From an optimization exercise on the open Yosys and OpenROAD flow, aimed at small area, a short achievable clock period and few clock cycles per item; shortcuts taken in it are not production practice.
Only simulation tests tie the RTL to the original design; equivalence was not proved.

File: design/flow/run.sh
#!/bin/bash
# synth_recipe.tcl (not shown) runs the flow's synth.tcl, then flattens the netlist and writes it again
# the make line also repeats each setting of config.mk as NAME=value (left out here)
make -C /OpenROAD-flow-scripts/flow DESIGN_CONFIG=/design/flow/config.mk WORK_HOME=/design/flow/orfs CLKGATE_MAP_FILE= SYNTH_SCRIPT=/design/flow/synth_recipe.tcl finish
File: design/flow/design.v
package tthf_pkg;
    localparam int RUN_COUNT_MAX = 255;
    localparam int RUN_W         = $clog2(RUN_COUNT_MAX + 1);
    localparam int SWC_W         = 8;
    localparam int CMP_W         = (RUN_W > SWC_W) ? RUN_W : SWC_W;
    localparam int HISTORY_DEPTH = 3;
    localparam int POS_W  = 16;
    localparam int ID_W   = 16;
    localparam int THR_W  = 16;
    localparam int MAG_W  = POS_W;               
    localparam int SQ_W   = 2 * MAG_W;
    localparam int ACC_W  = SQ_W + 2;            
    localparam int ROOT_W = ACC_W / 2;
    localparam int REM_W  = ROOT_W + 2;
    localparam int SQRT_STEPS = ACC_W / 2;
    localparam int ITER_W = $clog2(SQRT_STEPS);
    localparam int SQ_STEPS = 8;                 
    localparam int STEP_W = $clog2(SQ_STEPS);
    localparam logic [1:0] CFG_FAST_SWITCH = 2'd0;
    localparam logic [1:0] CFG_SLOW_SWITCH = 2'd1;
    localparam logic [1:0] CFG_STABLE_THR  = 2'd2;
    localparam logic [SWC_W-1:0] FAST_SWITCH_RST = 8'd2;
    localparam logic [SWC_W-1:0] SLOW_SWITCH_RST = 8'd4;
    localparam logic [THR_W-1:0] STABLE_THR_RST  = 16'd100;
    typedef enum logic [1:0] {
        MODE_NONE   = 2'd0,
        MODE_SINGLE = 2'd1,
        MODE_MULTI  = 2'd2
    } t_mode;
    typedef enum logic [4:0] {
        ST_IDLE = 5'b00001,
        ST_END  = 5'b00010,
        ST_SQ   = 5'b00100,
        ST_ROOT = 5'b01000,
        ST_WAIT = 5'b10000
    } t_state;
    typedef struct packed {
        logic signed [POS_W-1:0] x;
        logic signed [POS_W-1:0] y;
        logic signed [POS_W-1:0] z;
    } t_pos;
    typedef struct packed {
        logic [ID_W-1:0] id;
        t_pos            pos;
    } t_box;
endpackage
import tthf_pkg::*;
module target_track_hysteresis_filter
(
    input  logic                    i_clk,
    input  logic                    i_rst_n,
    input  logic                    i_in_valid,
    output logic                    o_in_ready,
    input  logic                    i_box_present,
    input  logic [ID_W-1:0]         i_box_id,
    input  logic signed [POS_W-1:0] i_pos_x,
    input  logic signed [POS_W-1:0] i_pos_y,
    input  logic signed [POS_W-1:0] i_pos_z,
    input  logic                    i_frame_last,
    output logic                    o_out_valid,
    input  logic                    i_out_ready,
    output logic [1:0]              o_target_mode,
    output logic [ID_W-1:0]         o_target_id,
    output logic signed [POS_W-1:0] o_target_x,
    output logic signed [POS_W-1:0] o_target_y,
    output logic signed [POS_W-1:0] o_target_z,
    output logic                    o_position_stable,
    input  logic                    i_cfg_valid,
    output logic                    o_cfg_ready,
    input  logic [1:0]              i_cfg_index,
    input  logic [THR_W-1:0]        i_cfg_data
);
    tthf_pkg::t_state              r_state, n_state;
    tthf_pkg::t_mode               r_mode, n_mode;
    logic [RUN_W-1:0]    r_run_none, n_run_none;
    logic [RUN_W-1:0]    r_run_single, n_run_single;
    logic [RUN_W-1:0]    r_run_multi, n_run_multi;
    logic [1:0]          r_cnt, n_cnt;           
    logic                r_prev, n_prev;         
    logic [1:0]          r_fill, n_fill;
    logic                r_full, n_full;         
    logic [STEP_W-1:0]   r_step, n_step;
    logic [ITER_W-1:0]   r_iter, n_iter;
    logic                r_ov, n_ov;
    logic                w_load;
    logic [SWC_W-1:0]    r_fast;
    logic [SWC_W-1:0]    r_slow;
    logic [THR_W-1:0]    r_thr;
    tthf_pkg::t_box                r_trk, n_trk;
    tthf_pkg::t_box                r_cand, n_cand;
    logic [HISTORY_DEPTH-1:0][3*POS_W-1:0] r_hist;
    logic [HISTORY_DEPTH-1:0][3*POS_W-1:0] n_hist;
    logic [MAG_W-1:0]    r_mag, n_mag;
    logic [SQ_W-1:0]     r_sq;
    logic [1:0][ACC_W-1:0] r_acc;
    logic [1:0][ACC_W-1:0] n_acc;
    logic [1:0][REM_W-1:0] r_rem;
    logic [1:0][REM_W-1:0] n_rem;
    logic [1:0][ROOT_W-1:0] r_root;
    logic [1:0][ROOT_W-1:0] n_root;
    tthf_pkg::t_mode               r_out_mode;
    tthf_pkg::t_box                r_out_box;
    logic                r_out_stable;
    logic                w_in_acc;
    tthf_pkg::t_box                w_box;
    logic [CMP_W-1:0]    w_none_c, w_single_c, w_multi_c, w_fast_c, w_slow_c;
    logic signed [POS_W:0] w_a, w_b, w_diff;
    logic [1:0][REM_W+1:0] w_rem_sh;
    logic [1:0][REM_W+1:0] w_trial;
    logic [ROOT_W:0]     w_sum;
    logic [ROOT_W:0]     w_thr2;
    logic                w_stable;
    tthf_pkg::t_pos      w_h0, w_h1, w_h2;    
    assign o_in_ready  = (r_state == ST_IDLE);
    assign o_cfg_ready = 1'b1;
    assign w_in_acc    = i_in_valid && (r_state == ST_IDLE);
    assign w_box.id    = i_box_id;
    assign w_box.pos.x = i_pos_x;
    assign w_box.pos.y = i_pos_y;
    assign w_box.pos.z = i_pos_z;
    assign w_sum    = {1'b0, r_root[0]} + {1'b0, r_root[1]};
    assign w_thr2   = (ROOT_W + 1)'({r_thr, 1'b0});
    assign w_stable = r_full && (w_sum != '0) && (w_sum < w_thr2);
    assign w_load   = (r_state == ST_WAIT) && (!r_ov || i_out_ready);
    always_comb begin
        n_state      = r_state;
        n_mode       = r_mode;
        n_run_none   = r_run_none;
        n_run_single = r_run_single;
        n_run_multi  = r_run_multi;
        n_cnt        = r_cnt;
        n_prev       = r_prev;
        n_fill       = r_fill;
        n_full       = r_full;
        n_step       = r_step;
        n_iter       = r_iter;
        n_trk        = r_trk;
        n_cand       = r_cand;
        n_hist       = r_hist;
        n_mag        = '0;
        n_acc        = r_acc;
        n_rem        = r_rem;
        n_root       = r_root;
        n_ov         = r_ov && !i_out_ready;
        w_a          = '0;
        w_b          = '0;
        w_none_c     = '0;
        w_single_c   = '0;
        w_multi_c    = '0;
        w_fast_c     = CMP_W'(r_fast);
        w_slow_c     = CMP_W'(r_slow);
        for (int u = 0; u < 2; u++) begin
            w_rem_sh[u] = {r_rem[u], r_acc[u][ACC_W-1 -: 2]};
            w_trial[u]  = (REM_W + 2)'({r_root[u], 2'b01});
        end
        case (r_state)
            ST_IDLE: begin
                if (w_in_acc) begin
                    if (i_box_present) begin
                        if (!r_prev) begin
                            if (i_box_id == r_trk.id) begin
                                n_cand = w_box;
                                n_prev = 1'b1;
                            end else if (r_cnt == 2'd0 || i_box_id < r_cand.id) begin
                                n_cand = w_box;
                            end
                        end
                        if (r_cnt != 2'd2) begin
                            n_cnt = r_cnt + 2'd1;
                        end
                    end
                    if (i_frame_last) begin
                        n_state = ST_END;
                    end
                end
            end
            ST_END: begin
                n_run_none   = '0;
                n_run_single = '0;
                n_run_multi  = '0;
                case (r_cnt)
                    2'd0: n_run_none = (r_run_none >= RUN_W'(RUN_COUNT_MAX)) ?
                                       RUN_W'(RUN_COUNT_MAX) : r_run_none + 1'b1;
                    2'd1: n_run_single = (r_run_single >= RUN_W'(RUN_COUNT_MAX)) ?
                                         RUN_W'(RUN_COUNT_MAX) : r_run_single + 1'b1;
                    default: n_run_multi = (r_run_multi >= RUN_W'(RUN_COUNT_MAX)) ?
                                           RUN_W'(RUN_COUNT_MAX) : r_run_multi + 1'b1;
                endcase
                w_none_c   = CMP_W'(n_run_none);
                w_single_c = CMP_W'(n_run_single);
                w_multi_c  = CMP_W'(n_run_multi);
                case (r_mode)
                    MODE_NONE: begin
                        if (w_single_c >= w_fast_c) begin
                            n_mode = MODE_SINGLE;
                        end else if (w_multi_c >= w_fast_c) begin
                            n_mode = MODE_MULTI;
                        end
                    end
                    MODE_SINGLE: begin
                        if (w_none_c >= w_slow_c) begin
                            n_mode = MODE_NONE;
                        end else if (w_multi_c >= w_slow_c) begin
                            n_mode = MODE_MULTI;
                        end
                    end
                    default: begin
                        if (w_single_c >= w_slow_c) begin
                            n_mode = MODE_SINGLE;
                        end else if (w_none_c >= w_slow_c) begin
                            n_mode = MODE_NONE;
                        end
                    end
                endcase
                if (r_cnt != 2'd0) begin
                    n_trk = r_cand;
                end
                if (r_fill == 2'(HISTORY_DEPTH)) begin
                    for (int h = 0; h < HISTORY_DEPTH - 1; h++) begin
                        n_hist[h] = r_hist[h + 1];
                    end
                    n_hist[HISTORY_DEPTH - 1] = n_trk.pos;
                    n_full = 1'b1;
                end else begin
                    n_hist[r_fill] = n_trk.pos;
                    n_fill = r_fill + 2'd1;
                    n_full = (r_fill == 2'(HISTORY_DEPTH - 1));
                end
                n_cnt  = 2'd0;
                n_prev = 1'b0;
                n_step = '0;
                n_iter = '0;
                for (int u = 0; u < 2; u++) begin
                    n_acc[u]  = '0;
                    n_rem[u]  = '0;
                    n_root[u] = '0;
                end
                n_state = n_full ? ST_SQ : ST_WAIT;
            end
            ST_SQ: begin
                case (r_step)
                    3'd0: begin w_a = {w_h2.x[POS_W-1], w_h2.x};
                                w_b = {w_h0.x[POS_W-1], w_h0.x}; end
                    3'd1: begin w_a = {w_h2.y[POS_W-1], w_h2.y};
                                w_b = {w_h0.y[POS_W-1], w_h0.y}; end
                    3'd2: begin w_a = {w_h2.z[POS_W-1], w_h2.z};
                                w_b = {w_h0.z[POS_W-1], w_h0.z}; end
                    3'd3: begin w_a = {w_h2.x[POS_W-1], w_h2.x};
                                w_b = {w_h1.x[POS_W-1], w_h1.x}; end
                    3'd4: begin w_a = {w_h2.y[POS_W-1], w_h2.y};
                                w_b = {w_h1.y[POS_W-1], w_h1.y}; end
                    3'd5: begin w_a = {w_h2.z[POS_W-1], w_h2.z};
                                w_b = {w_h1.z[POS_W-1], w_h1.z}; end
                    default: begin w_a = '0; w_b = '0; end
                endcase
                n_mag = w_diff[POS_W] ? MAG_W'(-w_diff) : MAG_W'(w_diff);
                if (r_step >= 3'd2 && r_step <= 3'd4) begin
                    n_acc[0] = r_acc[0] + ACC_W'(r_sq);
                end else if (r_step >= 3'd5) begin
                    n_acc[1] = r_acc[1] + ACC_W'(r_sq);
                end
                n_step = r_step + 1'b1;
                if (r_step == STEP_W'(SQ_STEPS - 1)) begin
                    n_state = ST_ROOT;
                end
            end
            ST_ROOT: begin
                for (int u = 0; u < 2; u++) begin
                    n_acc[u] = {r_acc[u][ACC_W-3:0], 2'b00};
                    if (w_rem_sh[u] >= w_trial[u]) begin
                        n_rem[u]  = REM_W'(w_rem_sh[u] - w_trial[u]);
                        n_root[u] = {r_root[u][ROOT_W-2:0], 1'b1};
                    end else begin
                        n_rem[u]  = REM_W'(w_rem_sh[u]);
                        n_root[u] = {r_root[u][ROOT_W-2:0], 1'b0};
                    end
                end
                n_iter = r_iter + 1'b1;
                if (r_iter == ITER_W'(SQRT_STEPS - 1)) begin
                    n_state = ST_WAIT;
                end
            end
            ST_WAIT: begin
                if (w_load) begin
                    n_ov    = 1'b1;
                    n_state = ST_IDLE;
                end
            end
            default: begin
                n_state = ST_IDLE;
            end
        endcase
    end
    assign w_diff = w_a - w_b;
    assign w_h0   = r_hist[0];
    assign w_h1   = r_hist[1];
    assign w_h2   = r_hist[2];
    always_ff @(posedge i_clk) begin
        if (!i_rst_n) begin
            r_state      <= ST_IDLE;
            r_mode       <= MODE_NONE;
            r_run_none   <= '0;
            r_run_single <= '0;
            r_run_multi  <= '0;
            r_cnt        <= '0;
            r_prev       <= 1'b0;
            r_fill       <= '0;
            r_full       <= 1'b0;
            r_step       <= '0;
            r_iter       <= '0;
            r_ov         <= 1'b0;
            r_trk        <= '0;
            r_fast       <= FAST_SWITCH_RST;
            r_slow       <= SLOW_SWITCH_RST;
            r_thr        <= STABLE_THR_RST;
        end else begin
            r_state      <= n_state;
            r_mode       <= n_mode;
            r_run_none   <= n_run_none;
            r_run_single <= n_run_single;
            r_run_multi  <= n_run_multi;
            r_cnt        <= n_cnt;
            r_prev       <= n_prev;
            r_fill       <= n_fill;
            r_full       <= n_full;
            r_step       <= n_step;
            r_iter       <= n_iter;
            r_ov         <= n_ov;
            r_trk        <= n_trk;
            if (i_cfg_valid) begin
                case (i_cfg_index)
                    CFG_FAST_SWITCH: r_fast <= i_cfg_data[SWC_W-1:0];
                    CFG_SLOW_SWITCH: r_slow <= i_cfg_data[SWC_W-1:0];
                    CFG_STABLE_THR:  r_thr  <= i_cfg_data;
                    default: ;
                endcase
            end
        end
    end
    always_ff @(posedge i_clk) begin
        r_cand <= n_cand;
        r_hist <= n_hist;
        r_mag  <= n_mag;
        r_sq   <= r_mag * r_mag;
        r_acc  <= n_acc;
        r_rem  <= n_rem;
        r_root <= n_root;
        if (w_load) begin
            r_out_mode   <= r_mode;
            r_out_box    <= r_trk;
            r_out_stable <= w_stable;
        end
    end
    assign o_out_valid       = r_ov;
    assign o_target_mode     = r_out_mode;
    assign o_target_id       = r_out_box.id;
    assign o_target_x        = r_out_box.pos.x;
    assign o_target_y        = r_out_box.pos.y;
    assign o_target_z        = r_out_box.pos.z;
    assign o_position_stable = r_out_stable;
endmodule
File: design/flow/constraint.sdc
create_clock -name core_clock -period 8.0 [get_ports {i_clk}]
set_input_delay 1.6000 -clock core_clock [delete_from_list [all_inputs] [get_ports {i_clk}]]
set_output_delay 1.6000 -clock core_clock [all_outputs]
set_load 0.01 [all_outputs]
File: design/flow/config.mk
export PLATFORM = sky130hd
export DESIGN_NAME = target_track_hysteresis_filter
export DESIGN_NICKNAME = target_track_hysteresis_filter
export VERILOG_FILES = /design/flow/design.v
export SDC_FILE = /design/flow/constraint.sdc
export NUM_CORES = 4
export LEC_CHECK = 0
export CAP_MARGIN = 20
export CORE_MARGIN = 2
export CORE_UTILIZATION = 40
export SLEW_MARGIN = 20
==> notes.md <==
-- sequential cells by signal (all words and copies together) (netlist names), 2 cells and up --
register and flops:
r_fast 8, r_hist 144, r_slow 8, r_fill 2
r_sq 31, r_root 34, r_step 3, r_run_multi 8
r_run_single 8, r_iter 5, r_out_mode 2, r_cand 64
r_state 5, r_thr 16, r_rem 38, r_cnt 2
r_acc 68, r_out_box 64, r_mode 2, r_trk 64
r_mag 16, r_run_none 8
-- report_power, final --
part           internal (mW)  total [mW]  switching, mW
combinational          0.239       0.583          0.344
clock                   2.02        3.47           1.45
sequential              3.40        3.44         0.0411
-- cells in the mapped netlist (25+ instances only) --
library cell and number:
nand2_1 547, edfxtp_1 415, inv_1 408, ha_1 324, nor2_1 302, a21oi_1 248
o21ai_0 211, dfxtp_1 189, clkbuf_1 185, fa_1 168, nor2b_1 131, xnor2_1 118
a21o_1 113, mux2i_1 85, a31oi_1 76, and2_1 68, a222oi_1 64, xor2_1 59
mux2_2 49, o211ai_1 48, nand3_1 45, nor3_1 42, o21ai_1 41, a21boi_0 36
o211a_1 33, nand2b_1 31, buf_1 26, nand4_1 25
-- per-layer routing --
| metal | GRT usage [%] | part of all wire (%) | up-vias |
|---|---|---|---|
| met2 | 33.9 | 47 | 894 |
| met1 | 28.0 | 45 | 15800 |
| met3 | 2.90 | 5.6 | 175 |
| li1 | - | - | 15800 |
| met5 | 0 | 0 | - |
| met4 | 7.08 | 3.2 | 0 |
-- worst reg2reg max path: stages, from the launching register on --
cell	delay, ns
dfxtp_1	0.73
inv_1	0.23
nor2_1	0.27
inv_1	0.10
fa_1	0.47
fa_1	0.43
inv_1	0.09
fa_1	0.40
fa_1	0.48
fa_1	0.55
inv_1	0.05
fa_1	0.52
inv_1	0.04
ha_1	0.36
a21o_1	0.19
a21o_1	0.17
a21o_1	0.18
a21o_1	0.18
a221oi_2	0.30
o31ai_1	0.15
a31o_2	0.30
or4b_1	0.49
and3_1	0.18
-- through the flow --
step,hold WS (ns),instances,instance area [sq um]
final,0.453,5949,47900
after global routing,0.456,5949,47900
after CTS,0.451,5948,47900
after detailed placement,0.436,5811,45300
after global placement,0.433,5811,45300
after floorplan,0.404,4432,42300
-- placed cells by master (no fill, tap or decap), types with 17 or more instances in the layout --
master / instances
and2_1: 68
ha_1: 320
nand2b_1: 31
nand2_1: 547
and3_1: 23
o21ai_0: 210
o211a_1: 33
mux2_2: 49
a32oi_1: 17
o21a_1: 24
a21oi_1: 247
nor3b_1: 21
o211ai_1: 48
nand4_1: 25
a211oi_1: 19
mux2i_1: 85
xnor2_1: 118
a21boi_0: 36
edfxtp_1: 415
a21o_1: 113
nand3_1: 43
inv_1: 407
clkbuf_16: 75
xor2_1: 59
buf_4: 46
a222oi_1: 64
nor2b_1: 129
o21ai_1: 40
a22oi_1: 20
dfxtp_1: 188
nor2_1: 297
fa_1: 168
a31oi_1: 75
nor3_1: 40
a21boi_1: 18
clkdlybuf4s50_1: 156
-- cell families (layout without fill, tap and decap cells) --
| logic type | after synthesis | after routing |
|---|---|---|
| xor gates and xnor gates | 177 | 177 |
| adders and majority gates | 492 | 492 |
| muxes | 134 | 134 |
| AOI/OAI and AO/OA | 1085 | 1085 |
| DFF | 604 | 604 |
| other | 1 | 2 |
| and+or+nand+nor | 1315 | 1315 |
| buffers and inverters | 624 | 749 |
-- final cells by class --
cell class | count | area [sq um]
clock inverter | 33 | 412
multi-input combinational | 3204 | 23900
tap | 1391 | 1740
fill | 10100 | 57200
inverter | 409 | 1540
sequential | 604 | 16200
antenna | 1 | 2.50
timing repair buffer | 203 | 1920
clock buffer | 104 | 2140
-- worst min path at each step --
stage / start / end / slack (ns) / cells after the start
after floorplan: r_mag[0]$_SDFF_PN0_ / r_sq[0]$_DFF_P_ / 0.40 / 0
after global placement: r_trk[42]$_SDFFE_PN0N_ / r_out_box[42]$_DFFE_PP_ / 0.43 / 0
after detailed placement: r_trk[46]$_SDFFE_PN0N_ / r_out_box[46]$_DFFE_PP_ / 0.44 / 0
after CTS: r_trk[46]$_SDFFE_PN0N_ / r_out_box[46]$_DFFE_PP_ / 0.45 / 0
after global routing: r_trk[46]$_SDFFE_PN0N_ / r_out_box[46]$_DFFE_PP_ / 0.46 / 0
final: r_trk[40]$_SDFFE_PN0N_ / r_out_box[40]$_DFFE_PP_ / 0.45 / 0
==> results.sh <==
export IMPL_final_net_count=5077
export IMPL_synthDistinctLibCells=91
export IMPL_synthSimpleGateAreaFrac_pct=14.5
export IMPL_worstHoldPathType="reg2reg"
export IMPL_place_congestion=0.855
export IMPL_cts_setup_buffers=0
export IMPL_dieWidth_um=329
export IMPL_grt_pass1_wl_um=179000
export IMPL_worstSetupPathDepth=22
export IMPL_finalMaxSlewViolations=0
export IMPL_grt_max_degree=128
export IMPL_portBuffers=157
export IMPL_clockBufferDepth=3
export IMPL_cts_resized=0
export IMPL_routedWlPerCell_um=19.1
export IMPL_ys_warnings_count=1
export IMPL_yosysTopAreaCellShare_pct=29.5
export IMPL_crit_top_cell="fa_1"
export IMPL_min_period_over_period_pct=87.4
export IMPL_cts_htree_levels=3
export IMPL_seq_area_frac_synth_pct=38.4
export IMPL_worstPathMaxFanout=15
export IMPL_ant_nets=0
export IMPL_synth_top_family_by_area="adder cells"
export IMPL_synthXorXnorAreaFrac_pct=3.66
export IMPL_max_cap_violations=0
export IMPL_root_buffer="clkbuf_16"
export IMPL_crit_slowest_cell="dfxtp_1"
export IMPL_critPathKind="reg2reg"
export IMPL_cts_tree="yes"
export IMPL_syn_area_sq_mm=0.0423
export IMPL_dp_hpwl_um=78800
export IMPL_skew_ns=0.0488
export IMPL_chipHeight_um=329
export IMPL_rsz0062_at_grt="false"
export IMPL_powerDensity_mw_per_mm2=156
export IMPL_syn_inst=4432
export IMPL_boundaryPins=159
export IMPL_rrSetupSlack_ns=1.01
export IMPL_grtUsageTotal_pct=20.7
export IMPL_setup_ws_ns=1.01
export IMPL_relSlewSlack_pct=18.6
export IMPL_synth_mux_area_share_pct=3.31
export IMPL_cp_buffers_inverters=5
export IMPL_critPathArrivalTime_ns=7.53
export IMPL_critPathLaunchType="flop"
export IMPL_path_clk_slew_ns=0.06
export IMPL_wl_um=113000
export IMPL_vias=32700
export IMPL_setup_viol=0
export IMPL_hold_buffers=0
export IMPL_power_mw=7.49
export IMPL_drtIter0Drc=2715
export IMPL_finalCoreUtilization_pct=45.6
export IMPL_r2r_end="r_sq[31]$_DFF_P_"
export IMPL_syn_avg_cell_area_sq_um=9.55
export IMPL_max_freq_mhz=143
export IMPL_antenna_found_initial=2
export IMPL_crit_end="r_sq[31]$_DFF_P_"
export IMPL_endpoint_kind="flop"
export IMPL_period_needed_ns=6.99
export IMPL_yosys_top_cells_area="edfxtp_1, ha_1, dfxtp_1"
export IMPL_cts_sinks=604
export IMPL_required_ns=8.54
export IMPL_synth_main_ff_cell="edfxtp_1"
export IMPL_synth_edff_count=415
export IMPL_overflow=0
export IMPL_crit_start="r_mag[11]$_SDFF_PN0_"
export IMPL_design_core_area_sq_mm=0.105
export IMPL_die_area_sq_mm=0.108
export IMPL_drt_pass1_iterations=8
export IMPL_ir_drop_mv=0.170
export IMPL_tightest_slew_ns=1.22
export IMPL_critPathMaxStageDelay_ns=0.73
export IMPL_vias_per_cell=5.49
export IMPL_synth_compound_area_share_pct=17.1
export IMPL_async_flop_share_pct=0
export IMPL_hold_viol_final=0
export IMPL_synthAdderAreaFrac_pct=17.5
export IMPL_syn_nets=5013
export IMPL_final_layout_size_suffix_gt1_share_pct=5.97
export IMPL_syn2layout_area_growth_pct=13.2
export IMPL_numCtsBuffers=74
export IMPL_ys_ff_latch=604
export IMPL_rows=119
export IMPL_rr_worst_depth=22
export IMPL_p_leak_nw=20.3
export IMPL_fin_setup_tns_ns=0
export IMPL_clk_latency_ns=0.67
export IMPL_place_ws_ns=1.06
export IMPL_drc=0
export IMPL_crit_path_cell_trace="inv_1 -> nor2_1 -> inv_1 -> fa_1 -> fa_1 -> inv_1 -> fa_1 -> fa_1 -> fa_1 -> inv_1 -> fa_1 -> inv_1 -> ha_1 -> a21o_1 -> a21o_1 -> a21o_1 -> a21o_1 -> a221oi_2 -> o31ai_1 -> a31o_2 -> or4b_1 -> and3_1"
export IMPL_grt_pass1_vias=32200
export IMPL_synth_top_area_cell="edfxtp_1"
export IMPL_start_util_pct=40.3
export IMPL_crit_family="adder cells"
export IMPL_status="complete, no violations"
export IMPL_regToRegStartpoint="r_mag[11]$_SDFF_PN0_"
Testbench counts, summed over its fixed seeds: cycles 94,182, frames 3,200.

-- separate check: timing with driven ports --
No port has a modelled driver above. Below, the same layout with a new extraction and two added sets of constraints. Step 1 (the two cells are an assumption about what drives the block):
set clk [get_ports {i_clk}]
set_driving_cell -lib_cell sky130_fd_sc_hd__clkbuf_16 $clk
set_driving_cell -lib_cell sky130_fd_sc_hd__buf_2 [delete_from_list [all_inputs] $clk]
Step 2 times the ports against the registers' clock, not the clock port: input delays grow and output delays shrink by t, the midpoint of the rising clock arrivals with the driver on. Slacks: ideal / step 1 / step 2; pairs: ideal / step 1.
shift t [ns]: 0.710
setup WS [ns]: 1.011 / 1.011 / 1.011
hold slack, ns: 0.453 / 0.453 / 0.453
worst data-port slew with drivers (ns): 0.09
After both steps this run still meets setup and hold. The setup slack of this run moves by 0.000 ns with the drivers and by 0.000 ns with both steps.
